Source: an optimization exercise on an open RTL-to-GDS flow (aim: small area). Production flows keep margins and buffers that such runs may drop. Only simulation tests tie the RTL to the original design; equivalence was not proved. Power figures rest on the tool's default switching activity, not on a simulated workload.

## flow/config.mk

```make
export PLATFORM = sky130hd
export DESIGN_NAME = frame_ctrl_top
export DESIGN_NICKNAME = frame_ctrl_top
export VERILOG_FILES = /design/flow/design.v
export SDC_FILE = /design/flow/constraint.sdc
export NUM_CORES = 4
export LEC_CHECK = 0
export CAP_MARGIN = 20
export CORE_AREA = 2 2 298 238
export DIE_AREA = 0 0 300 240
export SLEW_MARGIN = 20
```

## flow/constraint.sdc

```tcl
create_clock -name core_clock -period 6.0 [get_ports {clk}]
set_input_delay 1.2000 -clock core_clock [delete_from_list [all_inputs] [get_ports {clk}]]
set_output_delay 1.2000 -clock core_clock [all_outputs]
set_load 0.01 [all_outputs]
```

## flow/design.v

```verilog
package frame_ctrl_pkg;
    typedef logic [32-1:0] addr_t;
    typedef logic [7:0] byte_t;
    typedef logic [8*9-1:0] fm_word_t;
    typedef logic [8-1:0] buf_addr_t;
    typedef logic [7:0] frm_idx_t;
    typedef struct packed {
        logic [7:0] rsvd;
        addr_t saddr;
        logic [7:0] tag;
        logic dm_type;  
        logic [23-1:0] btt;
    } dm_cmd_t;
    typedef struct packed {
        logic en;
        buf_addr_t addr;
        fm_word_t data;
    } fm_wr_t;
    typedef enum logic [2:0] {IDLE, LOAD, CORE, SAVE, FINISH} seq_state_e;
    typedef enum logic [1:0] {STOP, CMD, XFER} eng_state_e;
endpackage
`timescale 1ns/1ps
module frame_ctrl_top (
    input  logic                                              clk,
    input  logic                                              rst_n,
    input  logic                                              start,
    input  frame_ctrl_pkg::frm_idx_t                          frm_index,
    input  frame_ctrl_pkg::addr_t                             dma_addr,
    output logic                                              mm2s_cmd_valid,
    input  logic                                              mm2s_cmd_ready,
    output logic [71:0]                                       mm2s_cmd,
    input  logic                                              s_tvalid,
    output logic                                              s_tready,
    input  frame_ctrl_pkg::byte_t                             s_tdata,
    input  logic                                              s_tlast,
    output logic                                              s2mm_cmd_valid,
    input  logic                                              s2mm_cmd_ready,
    output logic [71:0]                                       s2mm_cmd,
    output logic                                              m_tvalid,
    input  logic                                              m_tready,
    output frame_ctrl_pkg::byte_t                             m_tdata,
    output logic                                              m_tkeep,
    output logic                                              m_tlast,
    output logic                                              core_valid,
    input  logic                                              core_finish,
    output logic [3*(8+8*9+1)-1:0] fm_wr,
    output logic [4*8-1:0]                 fm_rd_addr,
    input  logic [4*8*9-1:0]           fm_dout,
    output logic                                              irq
);
    localparam logic [3:0] S_IDLE  = 4'b0000;
    localparam logic [3:0] S_GO    = 4'b0001;   
    localparam logic [3:0] S_LCMD  = 4'b0011;
    localparam logic [3:0] S_LXFER = 4'b0010;
    localparam logic [3:0] S_CV    = 4'b0110;   
    localparam logic [3:0] S_CW    = 4'b0111;
    localparam logic [3:0] S_SGO   = 4'b0101;
    localparam logic [3:0] S_SCMD  = 4'b0100;
    localparam logic [3:0] S_SXFER = 4'b1100;
    localparam logic [3:0] S_SDONE = 4'b1101;
    localparam logic [3:0] S_FIN   = 4'b1111;  
    logic [3:0] st, st_nx;
    logic lx, sx, beat;
    logic [8:0] bv;
    logic [4:0] w;
    logic       bz;
    logic [31:0] da;
    logic [7:0]  fi;
    logic [15:0] ahi;
    logic [7:0] sl [0:2][0:7];
    assign lx = (st == S_LXFER);
    assign sx = (st == S_SXFER);
    assign bz = (bv == 9'd0);
    assign mm2s_cmd_valid = (st == S_LCMD);
    assign s_tready       = lx;
    assign core_valid     = (st == S_CV);
    assign s2mm_cmd_valid = (st == S_SCMD);
    assign irq            = (st == S_FIN);
    assign m_tvalid       = sx && !bz;
    assign beat = s_tvalid && lx;
    always_comb begin
        st_nx = st;
        case (st)
            S_IDLE:  if (start) st_nx = S_GO;
            S_GO:    st_nx = S_LCMD;
            S_LCMD:  if (mm2s_cmd_ready) st_nx = S_LXFER;
            S_LXFER: if (s_tvalid && s_tlast) st_nx = S_CV;
            S_CV,
            S_CW:    st_nx = core_finish ? S_SGO : S_CW;
            S_SGO:   st_nx = S_SCMD;
            S_SCMD:  if (s2mm_cmd_ready) st_nx = S_SXFER;
            S_SXFER: if (m_tvalid && m_tready && m_tlast) st_nx = S_SDONE;
            S_SDONE: st_nx = S_FIN;
            default: st_nx = S_IDLE;
        endcase
    end
    always_ff @(posedge clk or negedge rst_n) begin
        if (!rst_n) st <= S_IDLE;
        else        st <= st_nx;
    end
    always_ff @(posedge clk) begin
        if (st == S_GO) da <= dma_addr;
    end
    assign fi = sl[0][0];
    logic [11:0] lo_sum;
    logic [4:0]  hi_inc;
    always_comb begin
        lo_sum = {1'b0, da[26:16]} + {2'd0, fi, 2'b00} + {3'd0, fi, 1'b0};
        hi_inc = da[31:27] + 1'b1;
        ahi = {lo_sum[11] ? hi_inc : da[31:27], lo_sum[10:0]};
    end
    assign mm2s_cmd = {8'h00, ahi, da[15:0], 8'h00, 1'b0, 23'(100)};
    assign s2mm_cmd = {8'h00, ahi, da[15:0], 8'h00, 1'b0, 23'(288)};
    always_ff @(posedge clk or negedge rst_n) begin
        if (!rst_n) begin
            bv <= '0;
            w  <= '0;
        end else if (lx) begin
            if (s_tvalid) begin
                if (s_tlast) begin
                    bv <= '0;
                    w  <= '0;
                end else if (w[2:1] == 2'd2) begin
                    w[2:1] <= 2'd0;
                    bv     <= bz ? 9'd1 : (bv[7] ? 9'd0 : {bv[7:0], 1'b0});
                    if (bv[7]) w[4:3] <= w[4:3] + 1'b1;
                end else begin
                    w[2:1] <= w[2:1] + 1'b1;
                end
            end
        end else if (bz) begin
            if (sx) bv <= 9'd1;
        end else if (m_tready) begin
            bv <= {bv[7:0], 1'b0};
            if (bv[8]) w <= w + 1'b1;
        end
    end
    logic [3:0] lcol;    
    logic [8:0] lslot;   
    always_comb begin
        for (int j = 0; j < 3; j++) lcol[j] = (w[2:1] == 2'(j));
        lcol[3] = 1'b0;
        lslot = {bv[7:0], bz};
    end
    for (genvar j = 0; j < 3; j++) begin : g_col
        for (genvar i = 0; i < 8; i++) begin : g_slot
            if (i == 0 && j == 0) begin : g_cfg
                always_ff @(posedge clk) begin
                    if (st == S_GO)                     sl[j][i] <= frm_index;
                    else if (st == S_CV)                sl[j][i] <= 8'(17);
                    else if (beat && lcol[j] && lslot[i]) sl[j][i] <= s_tdata;
                end
            end else if (i < 6) begin : g_plain
                always_ff @(posedge clk) begin
                    if (beat && lcol[j] && lslot[i]) sl[j][i] <= s_tdata;
                end
            end else begin : g_clr
                always_ff @(posedge clk) begin
                    if (beat && lcol[j] && (lslot[i] || lslot[8]))
                        sl[j][i] <= lslot[8] ? 8'h00 : s_tdata;
                end
            end
        end
    end
    logic [7:0] low_byte, p6_0;
    assign low_byte = s_tlast ? 8'h00 : s_tdata;
    assign p6_0     = sl[0][6] | (s_tlast ? s_tdata : 8'h00);
    assign fm_wr[80]      = beat && ((lcol[0] && lslot[8]) || s_tlast);
    assign fm_wr[79:72]   = {6'd0, w[4:3]};
    assign fm_wr[71:0]    = {sl[0][0], sl[0][1], sl[0][2], sl[0][3], sl[0][4], sl[0][5],
                             p6_0, sl[0][7], low_byte};
    assign fm_wr[161]     = beat && ((lcol[1] && lslot[8]) || s_tlast);
    assign fm_wr[160:153] = {6'd0, w[4:3]};
    assign fm_wr[152:81]  = {sl[1][0], sl[1][1], sl[1][2], sl[1][3], sl[1][4], sl[1][5],
                             sl[1][6], sl[1][7], low_byte};
    assign fm_wr[242]     = beat && ((lcol[2] && lslot[8]) || s_tlast);
    assign fm_wr[241:234] = {6'd0, w[4:3]};
    assign fm_wr[233:162] = {sl[2][0], sl[2][1], sl[2][2], sl[2][3], sl[2][4], sl[2][5],
                             sl[2][6], sl[2][7], low_byte};
    assign m_tlast = bv[8] && (w == 5'd31);
    assign m_tkeep = 1'b1;
    logic [3:0] scol;
    logic [7:0] cbyte [0:3];
    always_comb begin
        for (int c = 0; c < 4; c++) scol[c] = (w[2:1] == 2'(c));
        for (int c = 0; c < 4; c++) begin
            cbyte[c] = '0;
            for (int i = 0; i < 9; i++)
                cbyte[c] = cbyte[c] | ({8{bv[i]}} & fm_dout[72*c + 8*(8-i) +: 8]);
        end
        m_tdata = cbyte[w[2:1]];
    end
    assign fm_rd_addr = {4{5'd0, w[4:3], w[0]}};
endmodule
```

## flow/flow/run.sh

```bash
#!/bin/bash
# The standard layout (standard.sh: ORFS synthesis to finish) with these
# layout choices changed:
#  - ABC maps the combinational logic for area (flow/abc_area_map.script in
#    place of ORFS's abc_speed.script; registers are mapped as before)
#  - port buffers use the smallest buffer cell instead of ORFS's default pick
#  - the clock tree uses clkbuf_8 with clusters of at most 16 sinks (up to 120 um across) and no
#    dummy loads
#  - tie cells are not duplicated per load
# standard.sh's own output goes to standard.log here; ORFS writes each tool's
# full log under orfs/logs/.
set -e
rm -rf scripts
cp -r "$FLOW_HOME/scripts" scripts
cp flow/abc_area_map.script scripts/abc_speed.script
export SCRIPTS_DIR="$PWD/scripts"
export BUFFER_PORTS_ARGS="-buffer_cell sky130_fd_sc_hd__buf_1"
export CTS_ARGS="-sink_clustering_enable -repair_clock_nets -dont_use_dummy_load -buf_list sky130_fd_sc_hd__clkbuf_8 -sink_clustering_size 16 -sink_clustering_max_diameter 120"
export SKIP_REPAIR_TIE_FANOUT=1
bash standard.sh > standard.log 2>&1
```

## flow/flow/abc_area_map.script

```
strash
dch -f
amap
strash
dch -f
amap
topo
dnsize -c
```

## flow/standard.sh

```bash
#!/bin/bash
# synth_recipe.tcl (not shown) runs the flow's synth.tcl, then flattens the netlist and writes it again
# the make line also repeats each setting of config.mk as NAME=value (left out here)
make -C /OpenROAD-flow-scripts/flow DESIGN_CONFIG=/design/flow/config.mk WORK_HOME=/design/flow/orfs CLKGATE_MAP_FILE= SYNTH_SCRIPT=/design/flow/synth_recipe.tcl "${@:-finish}"
```

==> summary.txt <==
Worst setup path
  • CP Cell Sequence: fa_1 -> ha_1 -> clkinv_1 -> o21bai_1 -> a311o_1 -> nand2_1 -> nor2_1 -> a211oi_1 -> o21ai_0 -> nand2_1 -> nor2_1 -> nand2_1 -> o21ai_0 -> buf_1
  • Cell repeated most along the worst path: nand2_1
  • CP endpoint kind: output port
  • Crit Path Max Fanout: 6
  • Required @ worst endpoint: 4.80 ns
  • Flop2flop setup slack: 2.39 ns
  • Critical-path top delay cell: o21ai_0
  • Reg-to-Reg End: bv[4]
  • CP arrival: 3.94 ns
  • R2r startpoint: bv[0]
  • Critical path's top delay family: compound AO/OA/AOI/OAI gates
  • CP Class: reg2out
  • Crit-path max cell delay: 0.52 ns
  • Crit start category: flop
  • Buf+Inv Stages, Crit Path: 2
  • Reg2Reg Depth: 10

Synth
  • Syn Std Cell Area: 0.0114 mm^2
  • Synth Warn #: 3
  • Sequential area share after synthesis: 62.9%
  • Ys flop type: edfxtp_1
  • Most frequent cell after synthesis: edfxtp_1
  • Synth top area share: 59.0%
  • Top cells by count, synth: edfxtp_1, buf_4, a222oi_1
  • Synth area leaders: edfxtp_1, buf_4, a222oi_1
  • Syn Area/Cell: between 10 and 15 um^2
  • Post-synthesis cell type count: 36
  • Syn nets: 1,220
  • FF+latch count, synth: 242
  • FFs w/ async S/R, synth: 7.44%
  • Post-synth EDFFs: 224
  • Cell count after synthesis: 853
  • Post-synth top area cell: edfxtp_1

Global route
  • Met3 usage: around 4.5%
  • Busiest layer in global routing: met2
  • Routing usage on met1: 16.0%
  • GRT overflow: 0
  • Largest net degree at the start of global routing: 114
  • Total GRT Usage: a little under an eighth
  • Antenna violations before repair: 12
  • First-pass GRT wire length: 62,200 um
  • Vias in the first global route: 8,760
  • GR Layer Usage met2: 17.4%

Route
  • ANT nets after route: 0
  • DRC Markers: 0
  • Via count of the routed design: 9,360
  • Router iterations before antenna repair: 13
  • Vias per cell: between 4 and 5
  • DRT iter0 DRCs: 1,346
  • WL/cell: ~20 um
  • Drt total wl: ~46,000 um

Run
  • Max_cap viols: 0

Placement
  • Hpwl dp: 37,100 um
  • Post-DP Area: 0.0137 mm^2
  • Routability cong.: 0.909
  • Place WS: approximately 1.5 ns
  • # port buffers: 660

Power
  • Max IR drop VDD: about 0.00033 V
  • Leakage: 4.10 nW
  • Power density over the cells: 416 mW/mm^2

Finish
  • Finished Core Util: between 20% and 30%
  • Layout cell share with drive strength beyond 1: 3.62%
  • Syn-to-layout area delta: 22.9%
  • NumNets Final: 1,724
  • Post-Layout Inst Area: 0.0140 mm^2
  • Fill count: 7,625

STA
  • Final worst setup slack: 0.856 ns
  • Clock skew: ~0.036 ns
  • Crit share post-route: a little under nine tenths
  • Min Clock Period, post-route: 5.14 ns
  • RSZ-0062 raised after global routing: false
  • Setup violations, final: 0
  • Fin Setup TNS: 0 ns
  • Worst-margin pin slew: 1.05 ns
  • Max transition margin: 29.8%
  • Max-slew violations: 0
  • Final hold violation count: 0
  • Highest Clock Rate: between 150 and 200 MHz

Clock tree
  • Total CTS buffers: 19
  • Clock latency (worst-skew pair): 0.56 ns
  • Hold_buf cts: 0
  • Root buffer cell: clkbuf_8
  • Clk pin slew, worst setup/hold paths: 0.11 ns
  • H-tree levels: 1
  • Setup repair bufs after CTS: 0
  • Max clock buf depth: 3
  • TritonCTS Sinks: ~240
  • CTS tree: yes
  • Post-cts sizing count: 0

Floorplan
  • Row cnt: 86
  • Initial core utilization: 16.5%
  • Core Footprint: between 0.06 and 0.07 mm^2
  • Die Wd: 300 um
  • Die ar.: between 0.07 and 0.08 mm^2
  • I/O pin total: 780
  • Chip height: 240 um

Status
  • Status: complete, no violations

Worst hold path
  • Worst hold path type: in2async
[area by class of cell]
type	instances	area, um^2	share of cell area [%]
Tap cell	924	1160	8.25
Sequential cell	242	7180	51.2
Timing Repair Buffer	685	2670	19.0
Antenna cell	9	22.5	0.161
Inverter	52	195	1.39
Multi-Input combinational cell	357	2540	18.1
Clock buffer	19	262	1.87
[metrics by stage]
step | std cells | hold WS (ns) | power [mW]
final | 2288 | 0.589 | 5.83
after global routing | 2281 | 0.584 | 6.25
after global placement | 2259 | 0.589 | 5.05
after detailed placement | 2259 | 0.599 | 5.06
after floorplan | 853 | 0.562 | 4.25
after CTS | 2278 | 0.536 | 5.88
[worst max-delay path by stage]
stage / start / end / slack, ns / depth (start not counted)
4_1_cts: sl[0][2] / s2mm_cmd[63] / 0.80 / 14
3_3_place_gp: sl[0][2] / s2mm_cmd[63] / 1.53 / 14
6_report: sl[0][2] / s2mm_cmd[63] / 0.86 / 14
5_1_grt: sl[0][2] / mm2s_cmd[63] / 0.42 / 14
2_1_floorplan: st[2] / sl[0][0] / 1.55 / 5
3_5_place_dp: sl[0][2] / s2mm_cmd[63] / 1.46 / 14
[logic make-up (layout without fill, tap and decap cells)]
group,after synthesis,count (layout),synth area share (%)
buffers and inverters,254,756,15.0
AND/OR/NAND/NOR,132,132,4.95
adder cells (fa/ha/maj),22,22,2.94
other,2,11,0.0658
AO/OA/AOI/OAI,201,201,14.1
flip-flops,242,242,62.9
[registers in the layout (all words and copies together), names as in the netlist]
| name | count |
|---|---|
| bv | 9 |
| da | 32 |
| sl | 192 |
| st | 4 |
| w | 5 |
[placed cells by master (no fill, tap or decap), drive strengths merged, types with 2 or more instances in the layout]
cell,synthesis,routed
a21oi,17,17
a222oi,94,94
a22oi,4,4
a31oi,33,33
a41oi,2,2
buf,202,685
clkbuf,0,19
clkinv,52,52
conb,2,2
dfrtp,18,18
diode,0,9
edfxtp,224,224
fa,8,8
ha,14,14
nand2,25,25
nand3,3,3
nor2,77,77
nor2b,2,2
nor3,10,10
o21a,2,2
o21ai,17,17
o21bai,11,11
o22ai,13,13
or3,2,2
or4,8,8
[power breakdown]
group          leakage (nW)  total, mW  internal (mW)  switching, mW
Sequential             2.25       2.20           2.04          0.164
Clock                 0.137      0.806          0.285          0.520
Combinational          1.71       2.82          0.917           1.90
Total                  4.10       5.83           3.24           2.59
[per-layer routing]
layer / part of all wire (%) / vias up
met5: 0.088 / -
met2: 42 / 667
met4: 3.3 / 6
li1: - / 4172
met3: 12 / 81
met1: 42 / 4434

what the ideal ports hide:
No port has a modelled driver above. Below, the same layout with a new extraction and two added sets of constraints. Step 1 assumes that a clkbuf_16 drives the clock port and a buf_2 every other input. Step 2 also shifts input and output timing later by t, the mid clock arrival at the registers, as if the neighbouring blocks saw the same clock. Three values: ideal ports, drivers, drivers and shift; two values: the first two.
t, ns: 0.581
slack for setup (ns): 0.856 / 0.815 / 1.396
worst hold slack (ns): 0.589 / 0.572 / 0.612
worst register clock-pin slew, ns: 0.11 / 0.11
After both steps setup and hold are still met in this run. The setup slack of this run moves by -0.041 ns with the drivers and by +0.540 ns with both steps.
